Source: an optimization exercise on an open RTL-to-GDS flow (aim: small area and few clock cycles per item). Production flows keep margins and buffers that such runs may drop. The RTL was checked by simulation tests, not by an equivalence proof against the original design. No activity file was given, so power comes from the tool's default toggle rates.

`flow/design.v`:
```
`timescale 1ns/1ns
`default_nettype none
package reshapeCmdPkg;
    typedef enum logic [1:0] {
        OpNop       = 2'b00,
        OpDrain     = 2'b01,
        OpStoreOnly = 2'b10,
        OpConcat    = 2'b11
    } reshapeOp;
    typedef enum logic [1:0] {
        SeqIdle  = 2'd0,
        SeqRun   = 2'd1,
        SeqFlush = 2'd2
    } seqState;
endpackage
`default_nettype wire
`timescale 1ns/1ns
`default_nettype none
package reshapeDataPkg;
    typedef logic signed [7:0] elemT;
    typedef logic signed [31:0] scaleT;
    typedef logic signed [31:0] zeroPointT;
    typedef enum logic {
        SrcFirst  = 1'b0,
        SrcSecond = 1'b1
    } concatSrc;
endpackage
`default_nettype wire
`timescale 1ns/1ns
`default_nettype none
module reshapeInstrLatch
(
    input  logic                            clk,
    input  logic                            launch,
    input  logic [31:0]                     reg6,
    input  logic [31:0]                     reg7,
    input  logic [31:0]                     reg8,
    input  logic [31:0]                     reg9,
    output logic signed [15:0]              zeroPoint1,
    output logic signed [15:0]              zeroPoint2,
    output logic [23-1:0]  mag1,
    output logic [23-1:0]  mag2,
    output logic                            magHi1,
    output logic                            magHi2,
    output logic                            neg1,
    output logic                            neg2
);
    localparam int LoW = 23;
    logic [31:0] m1;
    logic [31:0] m2;
    assign m1 = reg6 ^ {32{reg6[31]}};
    assign m2 = reg7 ^ {32{reg7[31]}};
    always_ff @(posedge clk) begin
        if (launch) begin
            zeroPoint1 <= reg8[15:0];
            zeroPoint2 <= reg9[15:0];
            mag1       <= m1[LoW-1:0];
            mag2       <= m2[LoW-1:0];
            magHi1     <= |m1[31:LoW];
            magHi2     <= |m2[31:LoW];
            neg1       <= reg6[31];
            neg2       <= reg7[31];
        end
    end
endmodule
`default_nettype wire
`timescale 1ns/1ns
`default_nettype none
module concatSequencer
(
    input  logic        clk,
    input  logic        arstN,
    input  logic        start,
    input  logic [31:0] reg4,
    input  logic [31:0] reg5,
    input  logic        inValid,
    input  logic        outCredit,
    input  logic        s1Valid,
    output logic        launch,
    output logic        inCredit,
    output logic [1:0]  rdPtr,
    output logic [1:0]  wrPtr,
    output logic        popEmit,
    output logic        curSrc,
    output logic        adv,
    output logic        busy,
    output logic        done
);
    localparam int RowW = 11;
    localparam int ChW  = 10;
    logic [ChW-1:0]   chIn;
    logic [ChW-1:0]   chRam;
    logic [RowW-1:0]  rowsInLeft;
    logic [RowW-1:0]  rowsOutLeft;
    logic [ChW-1:0]   chLeft;
    logic             lastPend;
    logic [2:0]       wp;
    logic [2:0]       rp;
    logic [3-1:0] outCred;
    logic [ChW-1:0]   jChIn;
    logic [ChW-1:0]   jChRam;
    logic [RowW-1:0]  jRowsIn;
    logic [RowW-1:0]  jRowsOut;
    logic             emptyJob;
    logic             parked;
    logic             emit;
    logic             s1Free;
    logic             pop;
    logic             chEnd;
    logic             rowEnd;
    logic             popLast;
    logic             s1Next;
    assign launch   = start && !busy;
    assign jChIn    = reg4[31:22];
    assign jChRam   = reg5[20:11];
    assign jRowsIn  = reg5[31:21];
    assign jRowsOut = reg5[10:0];
    assign emptyJob = !reg4[0] || (jRowsIn == '0) || ((jChIn == '0) && (jChRam == '0));
    assign wrPtr  = wp[1:0];
    assign rdPtr  = rp[1:0];
    assign parked = (wp != rp);
    assign adv     = s1Valid && ((outCred != '0) || outCredit);
    assign s1Free  = !s1Valid || adv;
    assign emit    = (rowsOutLeft != '0);
    assign pop     = busy && !lastPend && parked && (!emit || s1Free);
    assign popEmit = pop && emit;
    assign s1Next  = popEmit || (s1Valid && !adv);
    assign chEnd   = (chLeft == ChW'(1));
    assign rowEnd  = chEnd && (curSrc || (chRam == '0));
    assign popLast = pop && rowEnd && (rowsInLeft == RowW'(1));
    always_ff @(posedge clk or negedge arstN) begin
        if (!arstN) begin
            wp       <= '0;
            rp       <= '0;
            inCredit <= 1'b0;
            outCred  <= 3'(4);
            busy     <= 1'b0;
            done     <= 1'b0;
            lastPend <= 1'b0;
        end else begin
            if (inValid) wp <= wp + 1'b1;
            if (pop) rp <= rp + 1'b1;
            inCredit <= pop;
            if (adv && !outCredit) begin
                outCred <= outCred - 1'b1;
            end else if (!adv && outCredit) begin
                outCred <= outCred + 1'b1;
            end
            done <= 1'b0;
            if (launch) begin
                busy <= !emptyJob;
                done <= emptyJob;
            end else if (busy && (lastPend || popLast) && !s1Next) begin
                busy     <= 1'b0;
                done     <= 1'b1;
                lastPend <= 1'b0;
            end else if (popLast) begin
                lastPend <= 1'b1;
            end
        end
    end
    always_ff @(posedge clk) begin
        if (launch) begin
            chIn        <= jChIn;
            chRam       <= jChRam;
            rowsInLeft  <= jRowsIn;
            rowsOutLeft <= reg4[1] ? jRowsOut : '0;
            curSrc      <= (jChIn == '0);
            chLeft      <= (jChIn == '0) ? jChRam : jChIn;
        end else if (pop) begin
            if (!chEnd) begin
                chLeft <= chLeft - 1'b1;
            end else if (!rowEnd) begin
                curSrc <= 1'b1;
                chLeft <= chRam;
            end else begin
                rowsInLeft <= rowsInLeft - 1'b1;
                if (emit) rowsOutLeft <= rowsOutLeft - 1'b1;
                curSrc <= (chIn == '0);
                chLeft <= (chIn == '0) ? chRam : chIn;
            end
        end
    end
endmodule
`default_nettype wire
`timescale 1ns/1ns
`default_nettype none
module concatRequant
(
    input  logic                            clk,
    input  logic                            arstN,
    input  logic                            inValid,
    input  logic signed [7:0]               inData,
    input  logic [1:0]                      wrPtr,
    input  logic [1:0]                      rdPtr,
    input  logic                            popEmit,
    input  logic                            curSrc,
    input  logic                            adv,
    input  logic signed [15:0]              zeroPoint1,
    input  logic signed [15:0]              zeroPoint2,
    input  logic [23-1:0]  mag1,
    input  logic [23-1:0]  mag2,
    input  logic                            magHi1,
    input  logic                            magHi2,
    input  logic                            neg1,
    input  logic                            neg2,
    output logic                            s1Valid,
    output logic                            outValid,
    output logic signed [7:0]               outData
);
    localparam int LoW = 23;    
    localparam int DW  = 16;                     
    localparam int QW  = 26;
    logic signed [7:0] parkMem [4];
    always_ff @(posedge clk) begin
        if (inValid) parkMem[wrPtr] <= inData;
    end
    logic signed [15:0] zp;
    logic signed [16:0] d;
    logic               dNeg;
    logic [DW-1:0]      dMag;
    logic [DW-1:0]      s1Mag;
    logic               s1DNeg;
    logic               s1Src;
    assign zp   = curSrc ? zeroPoint2 : zeroPoint1;
    assign d    = 17'(parkMem[rdPtr]) - 17'(zp);
    assign dNeg = d[16];
    assign dMag = dNeg ? DW'(-d) : d[DW-1:0];
    always_ff @(posedge clk) begin
        if (popEmit) begin
            s1Mag  <= dMag;
            s1DNeg <= dNeg;
            s1Src  <= curSrc;
        end
    end
    always_ff @(posedge clk or negedge arstN) begin
        if (!arstN) begin
            s1Valid  <= 1'b0;
            outValid <= 1'b0;
        end else begin
            s1Valid  <= popEmit || (s1Valid && !adv);
            outValid <= adv;
        end
    end
    logic [LoW-1:0] m;
    logic           mHi;
    logic           sNeg;
    logic           neg;
    logic [LoW:0]   mGe;      
    logic [DW-1:0]  dGe;      
    logic           bigSat;
    logic [QW-1:0]  rc;
    logic [QW-1:0]  q;
    logic           qSat;
    logic [7:0]     res;
    assign m    = s1Src ? mag2 : mag1;
    assign mHi  = s1Src ? magHi2 : magHi1;
    assign sNeg = s1Src ? neg2 : neg1;
    assign neg  = s1DNeg ^ sNeg;
    always_comb begin
        mGe[LoW] = mHi;
        for (int j = LoW - 1; j >= 0; j--) mGe[j] = mGe[j+1] | m[j];
        dGe[DW-1] = s1Mag[DW-1];
        for (int i = DW - 2; i >= 0; i--) dGe[i] = dGe[i+1] | s1Mag[i];
        bigSat = 1'b0;
        for (int i = 0; i < DW; i++) bigSat = bigSat | (dGe[i] & mGe[LoW-i]);
    end
    assign rc = neg ? QW'(-32'sd32769) : QW'(32768);
    always_comb begin
        q = rc + (sNeg ? QW'(s1Mag) : '0);
        for (int i = 0; i < DW; i++) begin
            q = q + ((QW'(m) & ((QW'(1) << (LoW - i)) - QW'(1)) & {QW{s1Mag[i]}}) << i);
        end
    end
    assign qSat = neg ? (!q[QW-1] && (q[QW-2] || q[QW-3])) : (q[QW-1] || q[QW-2] || q[QW-3]);
    assign res  = (bigSat || qSat) ? (neg ? 8'h80 : 8'h7f) : (q[23:16] ^ {8{neg}});
    always_ff @(posedge clk) begin
        if (adv) outData <= res;
    end
endmodule
`default_nettype wire
`timescale 1ns/1ns
`default_nettype none
module reshapeConcatTop
(
    input  logic         clk,
    input  logic         arstN,
    input  logic         start,
    input  logic [31:0]  reg4,
    input  logic [31:0]  reg5,
    input  logic [31:0]  reg6,
    input  logic [31:0]  reg7,
    input  logic [31:0]  reg8,
    input  logic [31:0]  reg9,
    input  logic         inValid,
    input  logic signed [7:0]         inData,
    input  logic         outCredit,
    output logic         inCredit,
    output logic         outValid,
    output logic signed [7:0]         outData,
    output logic         busy,
    output logic         done
);
    logic                            launch;
    logic [1:0]                      rdPtr;
    logic [1:0]                      wrPtr;
    logic                            popEmit;
    logic                            curSrc;
    logic                            adv;
    logic                            s1Valid;
    logic signed [15:0]              zeroPoint1;
    logic signed [15:0]              zeroPoint2;
    logic [23-1:0]  mag1;
    logic [23-1:0]  mag2;
    logic                            magHi1;
    logic                            magHi2;
    logic                            neg1;
    logic                            neg2;
    reshapeInstrLatch u_instrLatch (
        .clk        (clk),
        .launch     (launch),
        .reg6       (reg6),
        .reg7       (reg7),
        .reg8       (reg8),
        .reg9       (reg9),
        .zeroPoint1 (zeroPoint1),
        .zeroPoint2 (zeroPoint2),
        .mag1       (mag1),
        .mag2       (mag2),
        .magHi1     (magHi1),
        .magHi2     (magHi2),
        .neg1       (neg1),
        .neg2       (neg2)
    );
    concatSequencer u_sequencer (
        .clk       (clk),
        .arstN     (arstN),
        .start     (start),
        .reg4      (reg4),
        .reg5      (reg5),
        .inValid   (inValid),
        .outCredit (outCredit),
        .s1Valid   (s1Valid),
        .launch    (launch),
        .inCredit  (inCredit),
        .rdPtr     (rdPtr),
        .wrPtr     (wrPtr),
        .popEmit   (popEmit),
        .curSrc    (curSrc),
        .adv       (adv),
        .busy      (busy),
        .done      (done)
    );
    concatRequant u_requant (
        .clk        (clk),
        .arstN      (arstN),
        .inValid    (inValid),
        .inData     (inData),
        .wrPtr      (wrPtr),
        .rdPtr      (rdPtr),
        .popEmit    (popEmit),
        .curSrc     (curSrc),
        .adv        (adv),
        .zeroPoint1 (zeroPoint1),
        .zeroPoint2 (zeroPoint2),
        .mag1       (mag1),
        .mag2       (mag2),
        .magHi1     (magHi1),
        .magHi2     (magHi2),
        .neg1       (neg1),
        .neg2       (neg2),
        .s1Valid    (s1Valid),
        .outValid   (outValid),
        .outData    (outData)
    );
endmodule
`default_nettype wire
```
`flow/run.sh`:
```
#!/bin/bash
# synth_recipe.tcl (not shown) runs the flow's synth.tcl, then flattens the netlist and writes it again
# the make line also repeats each setting of config.mk as NAME=value (left out here)
make -C /OpenROAD-flow-scripts/flow DESIGN_CONFIG=/design/flow/config.mk WORK_HOME=/design/flow/orfs CLKGATE_MAP_FILE= SYNTH_SCRIPT=/design/flow/synth_recipe.tcl finish
```
`flow/config.mk`:
```
export PLATFORM = sky130hd
export DESIGN_NAME = reshapeConcatTop
export DESIGN_NICKNAME = reshapeConcatTop
export VERILOG_FILES = /design/flow/design.v
export SDC_FILE = /design/flow/constraint.sdc
export NUM_CORES = 4
export LEC_CHECK = 0
export CAP_MARGIN = 20
export CORE_MARGIN = 2
export CORE_UTILIZATION = 40
export SLEW_MARGIN = 20
```
`flow/constraint.sdc`:
```
create_clock -name core_clock -period 9.0 [get_ports {clk}]
set_input_delay 1.8000 -clock core_clock [delete_from_list [all_inputs] [get_ports {clk}]]
set_output_delay 1.8000 -clock core_clock [all_outputs]
set_load 0.01 [all_outputs]
```
==> impl_metrics.yaml <==
clock_network:
  ctsRootBufferMaster: "clkbuf_16"
  clk_latency_ns: 0.55
  htreeDepth: 1
  cts_buffer_depth: 3
  cts_resized: 0
  cts_buffers: 24
  post_cts_buffers: 0
  cts_hold_buffers: 0
  clock_sinks: 208
  cts_tree: "yes"
  path_clk_slew_ns: 0.06
timing:
  finalHoldViolations: 0
  finalWorstSetupSlack_ns: 0.748
  finClkSkew_ns: 0.0124
  worstMarginPinSlew_ns: 1.10
  fmax_ghz: 0.121
  fin_tns_setup_ns: 0
  report.final.slew_viol_count: 0
  period_share_pct: 91.7
  worst_slew_margin_rel_pct: 26.4
  fin_crit_ns: 8.25
  rsz0062_at_grt: "false"
  setup_viol: 0
route:
  first_iter_violations: 683
  dr.pass1.iters: 4
  via_per_inst: 5.14
  vias: 13200
  drtAntennaViolNets: 0
  wl_per_cell_um: 18.0
  wirelength_mm: 46.1
  drc: 0
logic_synthesis:
  synth_edf_count: 193
  ys.warnings.count: 3
  synth_area_um2: 19100
  synth_top_cell_by_area: "edfxtp_1"
  ys.flop_type: "edfxtp_1"
  syn_nets: 2320
  ys_types: 76
  synthArstFlopShare_pct: 7.21
  ys_seq_elements: 208
  ys_seq_area_share_pct: 32.3
  avgSynthCellArea_um2: 10.7
  synth_top_area_share_pct: 30.4
  yosys-top-cells-area: "edfxtp_1, fa_1, ha_1"
  syn_inst: 1790
worst_setup_path:
  critPathCaptureType: "register"
  critical_path_class: "register to register"
  crit_path_cell_trace: "buf_4 > mux2_2 > and2_1 > fa_1 > inv_1 > fa_1 > fa_1 > inv_1 > fa_1 > inv_1 > fa_1 > fa_1 > inv_1 > ha_1 > nand4_1 > nor3_1 > a31oi_1 > nand4_1 > a41oi_1 > a311oi_2 > or3b_1 > nor2_1 > a21oi_1"
  critPathMaxStageDelay_ns: 1.05
  startpoint_type: "register"
  r2r_end: "u_requant.outData[5]"
  rrSetupSlack_ns: 0.75
  cp.required_ns: 9.28
  crit_path_frequent_cell: "fa_1"
  crit_fanout: 21
  slowest_stage: "edfxtp_1"
  r2r-start: "u_requant.s1Src"
  crit_arrival_ns: 8.53
  r2r_cells: 23
flow_run:
  max-cap-violations: 0
worst_hold_path:
  hold_path.class: "register to register"
  whs_path_depth: 1
  hp-start: "u_sequencer.wp[2]"
  hold_path_end: "u_sequencer.wp[2]"
status:
  run_status: "no timing/DRC/antenna violations"
floorplan:
  rows: 80
  die_h_um: 222
  core_area_um2: 47400
  dieArea_um2: 49500
  start_util_pct: 40.2
  die_w_um: 222
  io_pins: 217
place:
  place_area_um2: 21400
  dp.cells: 2517
  routabilityCongestion: 0.826
  portBuffers: 164
  dp_slack_ns: 0.745
  place_hpwl_mm: 35.7
layout:
  stdcell_area_um2: 22100
  diodes: 0
  stdcell_count: 2559
  syn_to_final_growth_pct: 15.9
  drive_gt1_share_pct: 5.25
  final_util_pct: 46.6
  nets: 2458
global_route:
  grt_start_max_net_pins: 77
  grt_pass1_vias: 14400
  antenna_found_initial: 0
  grt.overflow.total: 0
  grt_usage_pct: 19.3
  grt_pass1_wl_mm: 75.3
power:
  power.share.clock_pct: 28.6
  sw_frac_of_total_pct: 31.1
  combinationalPowerShare_pct: 31.6
  powerDensity_nw_per_um2: 144
  power_switching_mw: 0.989
  power_frac_seq_pct: 39.8
  p_leak_nw: 9.19
  ir_drop_mv: 0.166
  p_int_mw: 2.19
state kept, by name, summed over array words and instances (netlist names), 3 cells and up:
register,flops
u_instrLatch.mag1,23
u_instrLatch.mag2,23
u_instrLatch.zeroPoint1,16
u_instrLatch.zeroPoint2,16
u_requant.outData,8
u_requant.parkMem,32
u_requant.s1Mag,16
u_sequencer.chIn,10
u_sequencer.chLeft,10
u_sequencer.chRam,10
u_sequencer.outCred,3
u_sequencer.rowsInLeft,11
u_sequencer.rowsOutLeft,11
u_sequencer.rp,3
u_sequencer.wp,3
power groups by stage:
stage / registers [mW] / clock network, mW / logic [mW]
finish: 1.27 / 0.911 / 1.01
global route: 1.28 / 0.972 / 1.14
CTS: 1.27 / 0.935 / 1.01
detailed placement: 1.29 / 0 / 1.01
global placement: 1.28 / 0 / 0.983
floorplan: 1.25 / 0 / 0.792
cells in the mapped netlist, drive strengths merged, types with 15 or more instances:
master,number
edfxtp,193
nor3,34
a21oi,50
nand3,23
mux2i,32
and2,104
nor2,57
inv,271
nor4,20
mux2,25
a31oi,15
nand2,205
xor2,70
xnor2,36
fa,240
clkbuf,64
ha,85
nor2b,30
o21ai,61
through the flow:
step | hold WS [ns] | power, mW
CTS | 0.492 | 3.22
global route | 0.504 | 3.39
detailed placement | 0.481 | 2.29
global placement | 0.477 | 2.27
finish | 0.490 | 3.18
floorplan | 0.424 | 2.04
cell families (layout without fill, tap and decap cells):
kind of cell	after synthesis	count (layout)	synth area share, %
muxes	65	65	4.12
adders and majority gates	325	325	30.7
and+or+nand+nor	529	529	13.7
xor gates and xnor gates	107	107	5.08
buffers and inverters	343	497	6.76
DFF	208	208	32.3
AOI/OAI and AO/OA	213	213	7.21
layout by cell type, fill, tap and decap left out, drive strengths merged, types with 32 or more instances in the layout:
cell | synthesis | routed
nand2 | 205 | 205
o21ai | 61 | 61
fa | 240 | 240
clkdlybuf4s50 | 0 | 164
nor3 | 34 | 34
a21oi | 50 | 50
ha | 85 | 85
xnor2 | 36 | 36
edfxtp | 193 | 193
inv | 271 | 271
xor2 | 70 | 70
and2 | 104 | 104
mux2i | 32 | 32
nor2 | 57 | 57
how the worst max path moves through the flow:
stage               slack [ns]       startpoint  cells past startpoint                   end
floorplan                 1.23  u_requant.s1Src                     29  u_requant.outData[6]
global placement          0.83  u_requant.s1Src                     23  u_requant.outData[2]
detailed placement        0.74  u_requant.s1Src                     23  u_requant.outData[5]
CTS                       0.73  u_requant.s1Src                     23  u_requant.outData[5]
global route              0.29  u_requant.s1Src                     22  u_requant.outData[4]
finish                    0.75  u_requant.s1Src                     23  u_requant.outData[5]
critical path, delay by kind of cell (launching register included):
family,cells,cell delay [ns]
AOI/OAI and AO/OA,4,0.70
buffers and inverters,5,0.50
adders and majority gates,7,3.48
and+or+nand+nor,6,1.80
muxes,1,0.44
DFF,1,1.05
final cells by class:
class / count / area, µm²
clock buffer: 30 / 623
sequential: 208 / 6170
timing repair buffer: 184 / 1790
inverter: 271 / 1020
multi-input combinational: 1239 / 11600
tap: 615 / 769
clock inverter: 12 / 108
fill: 4471 / 25300
layer usage:
metal | global-route usage, % | share of wire (%) | vias to the layer above
li1 | - | - | 6190
met1 | 23.6 | 42 | 6544
met3 | 2.90 | 4.6 | 90
met2 | 34.6 | 50 | 335
met5 | 0 | 0 | -
met4 | 6.56 | 3.4 | 0
Testbench counts, summed over its fixed seeds: cycles 38,898, items 34,023.

port drivers added, routing unchanged:
How much do the figures lean on ideal ports? The routed layout below was timed once more, with nothing changed but the port constraints.
Step 1 assumes that a clkbuf_16 drives the clock port and a buf_2 every other input.
Step 2 moves the port delays by t, midway between the first and last clock arrival at a register: inputs arrive t later, outputs are due t later. That takes back most of the time a late clock gives input paths.
Slacks: ideal / step 1 / step 2; pairs: ideal / step 1.
t (ns): 0.601
slack for setup (ns): 0.748 / 0.748 / 0.748
worst setup path after step 2: register to register
slew at the worst register clock pin (ns): 0.06 / 0.06
After both steps this run still meets setup and hold. The setup slack of this run moves by 0.000 ns with the drivers and by 0.000 ns with both steps.
